Background: an optimization exercise with open tools, aiming at small area and a short achievable clock period. Do not read the settings as production practice. The RTL was checked by simulation tests, not by an equivalence proof against the original design. Power figures rest on the tool's default switching activity, not on a simulated workload.

==> flow/design.v <==
package udp_pkg;
  typedef struct packed {
    logic [15:0] src_port;
    logic [15:0] dst_port;
    logic [15:0] length;
  } udp_hdr_t;
  typedef struct packed {
    logic [8-1:0] data;
    logic                   last;
  } rx_beat_t;
  typedef enum logic [3-1:0] {
    CTRL       = 3'd0,
    SEND_PORTS = 3'd1,
    SEND_LEN   = 3'd2,
    RECV_PORTS = 3'd3,
    RECV_LEN   = 3'd4,
    STATUS     = 3'd5
  } csr_addr_e;
endpackage
`timescale 1ns/1ns
module eth_csr
(
  input  logic                   i_clk_axi,
  input  logic                   i_rst_axi,
  input  logic                   i_csr_wr,
  input  logic                   i_csr_rd,
  input  logic [3-1:0] i_csr_addr,
  input  logic [32-1:0] i_csr_wdata,
  output logic [32-1:0] o_csr_rdata,
  output logic                   o_send_valid,
  output logic [47:0]            o_send_hdr,
  input  logic                   i_send_ready,
  input  logic                   i_recv_valid,
  input  logic [47:0]            i_recv_hdr,
  input  logic                   i_tx_done,
  input  logic [($clog2(16 + 1))-1:0]  i_in_count,
  input  logic [($clog2(16 + 1))-1:0]  i_out_count,
  output logic                   o_pkt_sent,
  output logic                   o_pkt_recv
);
  udp_pkg::csr_addr_e     addr;
  logic [15:0]            send_src;
  logic [15:0]            send_dst;
  logic [15:0]            send_len;
  udp_pkg::udp_hdr_t      recv_q;
  logic                   send_pending;
  logic                   irq_sent;
  logic                   irq_recv;
  logic                   send_req;
  logic                   clear_irq;
  logic [32-1:0] rd_mux;
  assign addr      = udp_pkg::csr_addr_e'(i_csr_addr);
  assign send_req  = i_csr_wr && (addr == udp_pkg::CTRL) && i_csr_wdata[0];
  assign clear_irq = i_csr_wr && (addr == udp_pkg::CTRL) && i_csr_wdata[1];
  assign o_send_valid = send_pending;
  assign o_send_hdr   = {send_src, send_dst, send_len};
  assign o_pkt_sent = irq_sent;
  assign o_pkt_recv = irq_recv;
  always_ff @(posedge i_clk_axi) begin
    if (i_rst_axi) begin
      send_src <= '0;
      send_dst <= '0;
      send_len <= '0;
    end else if (i_csr_wr) begin
      case (addr)
        udp_pkg::SEND_PORTS: begin
          send_src <= i_csr_wdata[15:0];
          send_dst <= i_csr_wdata[31:16];
        end
        udp_pkg::SEND_LEN: send_len <= i_csr_wdata[15:0];
        default: ;
      endcase
    end
  end
  always_ff @(posedge i_clk_axi) begin
    if (i_rst_axi) begin
      send_pending <= 1'b0;
      irq_sent     <= 1'b0;
      irq_recv     <= 1'b0;
      recv_q       <= '0;
    end else begin
      if (i_send_ready) send_pending <= 1'b0;
      if (send_req) send_pending <= 1'b1;
      if (clear_irq) begin
        irq_sent <= 1'b0;
        irq_recv <= 1'b0;
      end
      if (i_tx_done) irq_sent <= 1'b1;
      if (i_recv_valid) begin
        irq_recv <= 1'b1;
        recv_q   <= i_recv_hdr;
      end
    end
  end
  always_comb begin
    case (addr)
      udp_pkg::SEND_PORTS: rd_mux = {send_dst, send_src};
      udp_pkg::SEND_LEN:   rd_mux = {16'h0000, send_len};
      udp_pkg::RECV_PORTS: rd_mux = {recv_q.dst_port, recv_q.src_port};
      udp_pkg::RECV_LEN:   rd_mux = {16'h0000, recv_q.length};
      udp_pkg::STATUS:     rd_mux = {8'h00, 8'(i_out_count), 8'(i_in_count), 6'b0, irq_sent, irq_recv};
      default:    rd_mux = '0;
    endcase
  end
  always_ff @(posedge i_clk_axi) begin
    if (i_rst_axi) begin
      o_csr_rdata <= '0;
    end else if (i_csr_rd) begin
      o_csr_rdata <= rd_mux;
    end
  end
endmodule
`timescale 1ns/1ns
module byte_fifo #(
  parameter int WIDTH = 8,
  parameter int DEPTH = 16,
  parameter int CNT_W = $clog2(DEPTH + 1)
) (
  input  logic             i_clk_axi,
  input  logic             i_rst_axi,
  input  logic             i_push,
  input  logic [WIDTH-1:0] i_wdata,
  output logic             o_full,
  input  logic             i_pop,
  output logic [WIDTH-1:0] o_rdata,
  output logic             o_empty,
  output logic [CNT_W-1:0] o_count
);
  localparam int PTR_W = $clog2(DEPTH);
  localparam logic [PTR_W-1:0] LAST_IDX = PTR_W'(DEPTH - 1);
  logic [WIDTH-1:0] mem [DEPTH];
  logic [PTR_W-1:0] wr_ptr;
  logic [PTR_W-1:0] rd_ptr;
  logic [CNT_W-1:0] count;
  assign o_full  = (count == CNT_W'(DEPTH));
  assign o_empty = (count == '0);
  assign o_count = count;
  assign o_rdata = mem[rd_ptr];
  always_ff @(posedge i_clk_axi) begin
    if (i_push) mem[wr_ptr] <= i_wdata;
  end
  always_ff @(posedge i_clk_axi) begin
    if (i_rst_axi) begin
      wr_ptr <= '0;
      rd_ptr <= '0;
      count  <= '0;
    end else begin
      if (i_push) wr_ptr <= (wr_ptr == LAST_IDX) ? '0 : wr_ptr + 1'b1;
      if (i_pop) rd_ptr <= (rd_ptr == LAST_IDX) ? '0 : rd_ptr + 1'b1;
      case ({i_push, i_pop})
        2'b10:   count <= count + 1'b1;
        2'b01:   count <= count - 1'b1;
        default: count <= count;
      endcase
    end
  end
endmodule
`timescale 1ns/1ns
module udp_tx_framer
(
  input  logic                   i_clk_axi,
  input  logic                   i_rst_axi,
  input  logic                   i_send_valid,
  input  logic [47:0]            i_send_hdr,
  output logic                   o_send_ready,
  output logic                   o_pop,
  input  logic [8-1:0] i_pop_data,
  input  logic                   i_fifo_empty,
  output logic                   o_tx_valid,
  output logic [8-1:0] o_tx_data,
  output logic                   o_tx_last,
  input  logic                   i_tx_credit,
  output logic                   o_done
);
  localparam int CRED_W = $clog2(4 + 1);
  localparam int IDX_W = $clog2(8);
  localparam logic [IDX_W-1:0] HDR_TOP = IDX_W'(8 - 1);
  typedef enum logic [1:0] {ST_IDLE, ST_HDR, ST_PAY} state_e;
  state_e                                         state;
  logic [15:0]                                    byte_cnt;
  logic [CRED_W-1:0]                              credits;
  udp_pkg::udp_hdr_t      hdr_q;
  logic [8-1:0][8-1:0]     hdr_bytes;
  logic [IDX_W-1:0]                               hdr_idx;
  logic                                           has_credit;
  assign o_send_ready = (state == ST_IDLE);
  assign has_credit = (credits != '0);
  assign hdr_idx = byte_cnt[IDX_W-1:0];
  assign hdr_bytes = {hdr_q.src_port, hdr_q.dst_port,
                      hdr_q.length + 16'(8), 16'h0000};
  always_comb begin
    o_tx_valid = 1'b0;
    o_tx_data  = '0;
    o_tx_last  = 1'b0;
    case (state)
      ST_HDR: begin
        o_tx_valid = has_credit;
        o_tx_data  = hdr_bytes[HDR_TOP - hdr_idx];
        o_tx_last  = (hdr_idx == HDR_TOP) && (hdr_q.length == 16'd0);
      end
      ST_PAY: begin
        o_tx_valid = has_credit && !i_fifo_empty;
        o_tx_data  = i_pop_data;
        o_tx_last  = (byte_cnt == hdr_q.length - 16'd1);
      end
      default: ;
    endcase
  end
  assign o_pop  = o_tx_valid && (state == ST_PAY);
  assign o_done = o_tx_valid && o_tx_last;
  always_ff @(posedge i_clk_axi) begin
    if (i_rst_axi) begin
      state    <= ST_IDLE;
      byte_cnt <= '0;
      credits  <= CRED_W'(4);
    end else begin
      credits <= credits - CRED_W'(o_tx_valid) + CRED_W'(i_tx_credit);
      case (state)
        ST_IDLE: begin
          if (i_send_valid) begin
            state    <= ST_HDR;
            byte_cnt <= '0;
          end
        end
        ST_HDR: begin
          if (o_tx_valid) begin
            if (o_tx_last) begin
              state <= ST_IDLE;
            end else if (hdr_idx == HDR_TOP) begin
              state    <= ST_PAY;
              byte_cnt <= '0;
            end else begin
              byte_cnt <= byte_cnt + 16'd1;
            end
          end
        end
        ST_PAY: begin
          if (o_tx_valid) begin
            if (o_tx_last) state <= ST_IDLE;
            byte_cnt <= byte_cnt + 16'd1;
          end
        end
        default: state <= ST_IDLE;
      endcase
    end
  end
  always_ff @(posedge i_clk_axi) begin
    if ((state == ST_IDLE) && i_send_valid) hdr_q <= i_send_hdr;
  end
endmodule
`timescale 1ns/1ns
module udp_rx_parser
(
  input  logic                   i_clk_axi,
  input  logic                   i_rst_axi,
  input  logic                   i_rx_valid,
  input  logic [8-1:0] i_rx_data,
  input  logic                   i_rx_last,
  output logic                   o_push,
  output logic [8:0]             o_push_beat,
  input  logic                   i_fifo_full,
  input  logic                   i_host_pop,
  output logic                   o_rx_credit,
  output logic                   o_recv_valid,
  output logic [47:0]            o_recv_hdr
);
  localparam int HCNT_W = $clog2(8 + 1);
  localparam int HDR_BITS = 8 * 8;
  localparam int OWE_W = $clog2(16 + 1);
  localparam int SUM_W = OWE_W + 1;
  localparam logic [HCNT_W-1:0] HDR_DONE = HCNT_W'(8);
  logic [HCNT_W-1:0]   hdr_cnt;
  logic [HDR_BITS-1:0] hdr_shift;
  logic                in_hdr;
  logic                hdr_take;
  logic [OWE_W-1:0]    owed;
  logic [SUM_W-1:0]    credit_sum;
  assign in_hdr   = (hdr_cnt != HDR_DONE);
  assign hdr_take = i_rx_valid && in_hdr;
  assign o_push           = i_rx_valid && !in_hdr;
  assign o_push_beat      = {i_rx_data, i_rx_last};
  assign o_recv_valid = o_push && i_rx_last;
  assign o_recv_hdr        = hdr_shift[HDR_BITS-1 -: 48];
  always_ff @(posedge i_clk_axi) begin
    if (i_rst_axi) begin
      hdr_cnt <= '0;
    end else if (hdr_take) begin
      hdr_cnt <= hdr_cnt + 1'b1;
    end else if (o_recv_valid) begin
      hdr_cnt <= '0;
    end
  end
  always_ff @(posedge i_clk_axi) begin
    if (hdr_take) hdr_shift <= {hdr_shift[HDR_BITS-8-1:0], i_rx_data};
  end
  assign credit_sum = SUM_W'(owed) + SUM_W'(hdr_take) + SUM_W'(i_host_pop);
  always_ff @(posedge i_clk_axi) begin
    if (i_rst_axi) begin
      o_rx_credit <= 1'b0;
      owed        <= '0;
    end else if (credit_sum != '0) begin
      o_rx_credit <= 1'b1;
      owed        <= OWE_W'(credit_sum - 1'b1);
    end else begin
      o_rx_credit <= 1'b0;
      owed        <= '0;
    end
  end
endmodule
`timescale 1ns/1ns
module udp_bridge_top
(
  input  logic                   i_clk_axi,
  input  logic                   i_rst_axi,
  input  logic                   i_csr_wr,
  input  logic                   i_csr_rd,
  input  logic [3-1:0] i_csr_addr,
  input  logic [32-1:0] i_csr_wdata,
  output logic [32-1:0] o_csr_rdata,
  input  logic                   i_out_wr,
  input  logic [8-1:0] i_out_data,
  output logic                   o_out_full,
  input  logic                   i_in_rd,
  output logic [8-1:0] o_in_data,
  output logic                   o_in_last,
  output logic                   o_in_empty,
  output logic                   o_tx_valid,
  output logic [8-1:0] o_tx_data,
  output logic                   o_tx_last,
  input  logic                   i_tx_credit,
  input  logic                   i_rx_valid,
  input  logic [8-1:0] i_rx_data,
  input  logic                   i_rx_last,
  output logic                   o_rx_credit,
  output logic                   o_pkt_sent,
  output logic                   o_pkt_recv
);
  logic                   send_valid;
  logic                   send_ready;
  udp_pkg::udp_hdr_t      send_hdr;
  logic                   recv_valid;
  udp_pkg::udp_hdr_t      recv_hdr;
  logic                   out_pop;
  logic [8-1:0] out_rdata;
  logic                   out_empty;
  logic [($clog2(16 + 1))-1:0]  out_count;
  logic                   in_push;
  udp_pkg::rx_beat_t      in_wbeat;
  udp_pkg::rx_beat_t      in_rbeat;
  logic                   in_full;
  logic [($clog2(16 + 1))-1:0]  in_count;
  logic                   tx_done;
  assign o_in_data = in_rbeat.data;
  assign o_in_last = in_rbeat.last;
  eth_csr u_eth_csr (
    .i_clk_axi   (i_clk_axi),
    .i_rst_axi   (i_rst_axi),
    .i_csr_wr    (i_csr_wr),
    .i_csr_rd    (i_csr_rd),
    .i_csr_addr  (i_csr_addr),
    .i_csr_wdata (i_csr_wdata),
    .o_csr_rdata (o_csr_rdata),
    .o_send_valid(send_valid),
    .o_send_hdr  (send_hdr),
    .i_send_ready(send_ready),
    .i_recv_valid(recv_valid),
    .i_recv_hdr  (recv_hdr),
    .i_tx_done   (tx_done),
    .i_in_count  (in_count),
    .i_out_count (out_count),
    .o_pkt_sent  (o_pkt_sent),
    .o_pkt_recv  (o_pkt_recv)
  );
  byte_fifo #(
    .WIDTH   (8),
    .DEPTH   (16)
  ) u_outfifo (
    .i_clk_axi (i_clk_axi),
    .i_rst_axi (i_rst_axi),
    .i_push    (i_out_wr),
    .i_wdata   (i_out_data),
    .o_full    (o_out_full),
    .i_pop     (out_pop),
    .o_rdata   (out_rdata),
    .o_empty   (out_empty),
    .o_count   (out_count)
  );
  byte_fifo #(
    .WIDTH   (8 + 1),
    .DEPTH   (16)
  ) u_infifo (
    .i_clk_axi (i_clk_axi),
    .i_rst_axi (i_rst_axi),
    .i_push    (in_push),
    .i_wdata   (in_wbeat),
    .o_full    (in_full),
    .i_pop     (i_in_rd),
    .o_rdata   (in_rbeat),
    .o_empty   (o_in_empty),
    .o_count   (in_count)
  );
  udp_tx_framer u_udp_tx_framer (
    .i_clk_axi    (i_clk_axi),
    .i_rst_axi    (i_rst_axi),
    .i_send_valid (send_valid),
    .i_send_hdr   (send_hdr),
    .o_send_ready (send_ready),
    .o_pop        (out_pop),
    .i_pop_data   (out_rdata),
    .i_fifo_empty (out_empty),
    .o_tx_valid   (o_tx_valid),
    .o_tx_data    (o_tx_data),
    .o_tx_last    (o_tx_last),
    .i_tx_credit  (i_tx_credit),
    .o_done       (tx_done)
  );
  udp_rx_parser u_udp_rx_parser (
    .i_clk_axi   (i_clk_axi),
    .i_rst_axi   (i_rst_axi),
    .i_rx_valid  (i_rx_valid),
    .i_rx_data   (i_rx_data),
    .i_rx_last   (i_rx_last),
    .o_push      (in_push),
    .o_push_beat (in_wbeat),
    .i_fifo_full (in_full),
    .i_host_pop  (i_in_rd),
    .o_rx_credit (o_rx_credit),
    .o_recv_valid(recv_valid),
    .o_recv_hdr  (recv_hdr)
  );
endmodule
==> flow/run.sh <==
#!/bin/bash
# synth_recipe.tcl (not shown) runs the flow's synth.tcl, then flattens the netlist and writes it again
# the make line also repeats each setting of config.mk as NAME=value (left out here)
make -C /OpenROAD-flow-scripts/flow DESIGN_CONFIG=/design/flow/config.mk WORK_HOME=/design/flow/orfs CLKGATE_MAP_FILE= SYNTH_SCRIPT=/design/flow/synth_recipe.tcl finish
==> flow/config.mk <==
export PLATFORM = sky130hd
export DESIGN_NAME = udp_bridge_top
export DESIGN_NICKNAME = udp_bridge_top
export VERILOG_FILES = /design/flow/design.v
export SDC_FILE = /design/flow/constraint.sdc
export NUM_CORES = 4
export LEC_CHECK = 0
export CAP_MARGIN = 20
export CORE_MARGIN = 2
export CORE_UTILIZATION = 40
export SLEW_MARGIN = 20
==> flow/constraint.sdc <==
create_clock -name core_clock -period 6.0 [get_ports {i_clk_axi}]
set_input_delay 1.2000 -clock core_clock [delete_from_list [all_inputs] [get_ports {i_clk_axi}]]
set_output_delay 1.2000 -clock core_clock [all_outputs]
set_load 0.01 [all_outputs]
==> run summary <==
-- layout by cell type, fill, tap and decap left out, drive strengths merged, types with 8 or more instances in the layout --
cell type	count
nand2	246
edfxtp	384
o21ai	31
xor2	29
mux2	16
inv	49
clkdlybuf4s50	112
o31ai	9
ha	34
mux4	93
nand2b	8
a21oi	141
o311ai	10
a22oi	38
clkbuf	81
clkinv	23
nor2b	10
o22ai	16
nor3	21
and2	23
dfxtp	196
xnor2	23
nand3	20
nor2	120
mux2i	33
and3	9
buf	24
-- layout make-up --
cell class	count	area [um2]
Tap cell	773	967
Timing Repair Buffer	136	1310
Multi-Input combinational cell	1017	7560
Clock inverter	31	283
Fill cell	5122	31300
Inverter	47	176
Sequential cell	580	15500
Clock buffer	81	1600
-- synthesized netlist by cell type, types with 4 or more instances --
master,instances
a211oi_1,4
a21o_1,6
a21oi_1,141
a22oi_1,38
a31oi_1,7
a32oi_1,5
and2_1,23
and3_1,9
buf_1,19
clkbuf_1,93
dfxtp_1,196
edfxtp_1,384
fa_1,4
ha_1,34
inv_1,47
mux2_2,16
mux2i_1,33
mux4_2,93
nand2_1,246
nand2b_1,8
nand3_1,20
nor2_1,120
nor2b_1,10
nor3_1,21
o21ai_0,30
o22ai_1,16
o311ai_0,10
o31ai_1,9
o41ai_1,4
or3_1,5
or4_1,6
or4b_1,4
xnor2_1,23
xor2_1,29
-- per-stage QoR --
stage          std cells  hold slack [ps]
2_1_floorplan       1760              400
3_3_place_gp        2551              404
3_5_place_dp        2551              406
4_1_cts             2663              419
5_1_grt             2665              430
6_report            2665              417
-- power breakdown --
group	internal [uW]	switching, uW	total, uW
clock	2080	1500	3580
sequential	4330	62.2	4400
combinational	220	311	532
-- metal layers --
metal	share of wire [%]	track usage [%]	vias up
met5	0	0	-
met3	5.7	2.62	83
met1	43	24.8	7181
li1	-	-	6672
met4	2.3	5.42	0
met2	49	30.4	361
-- critical path, stage by stage (launching register included) --
cell             delay (ps)
edfxtp_1                450
inv_1                   100
ha_1                    200
or4b_1                  560
o21a_1                  230
o31a_1                  260
a2111oi_0               420
nor4bb_1                530
o21ai_0                 240
inv_1                   120
clkdlybuf4s50_1         530
-- kinds of logic after synthesis --
family | after synthesis | synth area share, %
AO/OA/AOI/OAI | 292 | 7.56
buffers and inverters | 163 | 2.64
AND/OR/NAND/NOR | 493 | 9.21
flip-flops | 580 | 65.5
XOR/XNOR | 52 | 1.93
adder cells (fa/ha/maj) | 38 | 2.14
multiplexers | 142 | 11.0
-- how the worst max path moves through the flow --
stage,depth (start not counted),to
floorplan,7,o_tx_data[2]
global placement,10,o_tx_last
detailed placement,10,o_tx_last
CTS,10,o_tx_last
global route,10,o_tx_last
finish,10,o_tx_last
-- state kept, by name, indices dropped and copies added, names as in the netlist, 5 cells and up, named ones only --
signal                     flops
u_udp_rx_parser.hdr_shift     64
u_eth_csr.send_dst            16
u_eth_csr.send_len            16
u_eth_csr.o_csr_rdata         32
u_eth_csr.recv_q              48
u_outfifo.mem                128
u_infifo.mem                 144
u_infifo.count                 5
u_udp_tx_framer.byte_cnt      16
u_udp_tx_framer.hdr_q         48
u_udp_rx_parser.owed           5
u_eth_csr.send_src            16
u_outfifo.count                5
==> run summary <==
status no timing/DRC/antenna violations; clock sink count 580; nets 1940; FF+latch count, synth 580; die area 61000 um2; gr ovfl total 0; drt via density 5.36; routability cong. about 0.83; peak supply drop 0.000256 V; Worst-Skew Late Latency 620 ps; GRT Util Overall 18.2%; Cell Area, Synth 23600 um2; final critical-path setup slack between 500 and 600 ps; core area 58700 um2; initial DRC count 926; top cell type's share of synthesized area 48.9%; design area 27400 um2; Max Cap Violations 0; Worst Path Arrival 4270 ps; H-tree levels 2; setup repair after global routing missed its margin no; crit-path max FO 6; reg-to-reg endpoint u_outfifo.count[4]$_SDFFE_PP0P_; chip height about 250 um; EDFF count, synth 384; CP startpoint u_udp_tx_framer.hdr_q[0]$_DFFE_PP_; io pins approximately 120; global-route wire length before repair 84.6 mm; cts bufs inserted 60; Mean Syn Cell Area 13.4 um2; area delta synth->final 15.9%; Std-Cell Rows 89; Setup TNS 0 ps; Die X 247 um; CP Class flip-flop to output port; clk buf depth 3; wire per inst 20.8 um; Slew Viols, Final 0; final WL 55.5 mm; Core Util, Final 46.6%; Synth Instances 1760; vias after detailed routing 14297; Worst Setup End Kind output port; Req. time, crit path 4800 ps; number of global-route vias before repair between 10000 and 15000; Clock Tree Root clkbuf_16; Pwr Total 8510 uW; Max-Slew Margin vs Limit 26.6%; Hold Startpoint u_udp_rx_parser.hdr_shift[2]$_DFFE_PP_; cell taking the most area after synthesis edfxtp_1; pre-CTS setup slack between 1000 and 1500 ps; Final Hold Fails 0; worst clock skew between 20 and 30 ps; Setup Viol. Count Final 0; total number of yosys warnings 5; DRT Pass-1 Iters 5; post-route ant nets 0; fmax 183 MHz; IO buf count 115; setup repair bufs after CTS 0; PwrDens 311 nW/um2; Final Cycle Share 91.2%; r2r worst-path depth 14; Placed Instance Area approximately 25000 um2; Worst-path clk slew 60 ps; worst hold path class flip-flop to flip-flop; ANT cells 0; Leakage about 0.009 uW; worst reg2reg setup slack 1970 ps; largest net degree at the start of global routing 91; initial antenna violation count 0; Hold Path End u_udp_rx_parser.hdr_shift[10]$_DFFE_PP_; initial core utilization 40.2%; top cells by area, synth edfxtp_1, dfxtp_1, mux4_2, nand2_1, a21oi_1; Async SR Flop Fraction 0%; Netlist cell types ~60; Top FF cell, synth edfxtp_1; crit start category flip-flop; CTS tree done; hold_buf cts 0; Hold Path Depth 0; share of layout cells above drive strength 1 roughly an eighth; R2R Path Start u_udp_tx_framer.state[1]$_SDFFE_PP0P_; DRC errors left 0; syn_nets 1858; hpwl dp 37.1 mm; post-synthesis sequential area ratio 65.5%; Least-Margin Pin Slew roughly 1100 ps; Post-CTS Resized 0; fin crit period 5470 ps

## re-timing with driven ports
The results above use ideal ports. As a check the final layout listed here was re-extracted and re-timed, cells and wires unchanged.
Step 1, drivers: a clkbuf_16 drives i_clk_axi and a buf_2 each remaining input, both assumed.
Step 2 moves the port delays by t, midway between the first and last clock arrival at a register: inputs arrive t later, outputs are due t later. That takes back most of the time a late clock gives input paths.
Three values: ideal ports, drivers, drivers and shift; two values: the first two.
t (ns): 0.666
setup slack, ns: 0.529 / 0.472 / 1.138
latest minus earliest clock arrival (ns): 0.034 / 0.034
worst data-port slew with drivers (ns): 0.08
After both steps this run still meets setup and hold. The setup slack of this run moves by -0.057 ns with the drivers and by +0.609 ns with both steps.
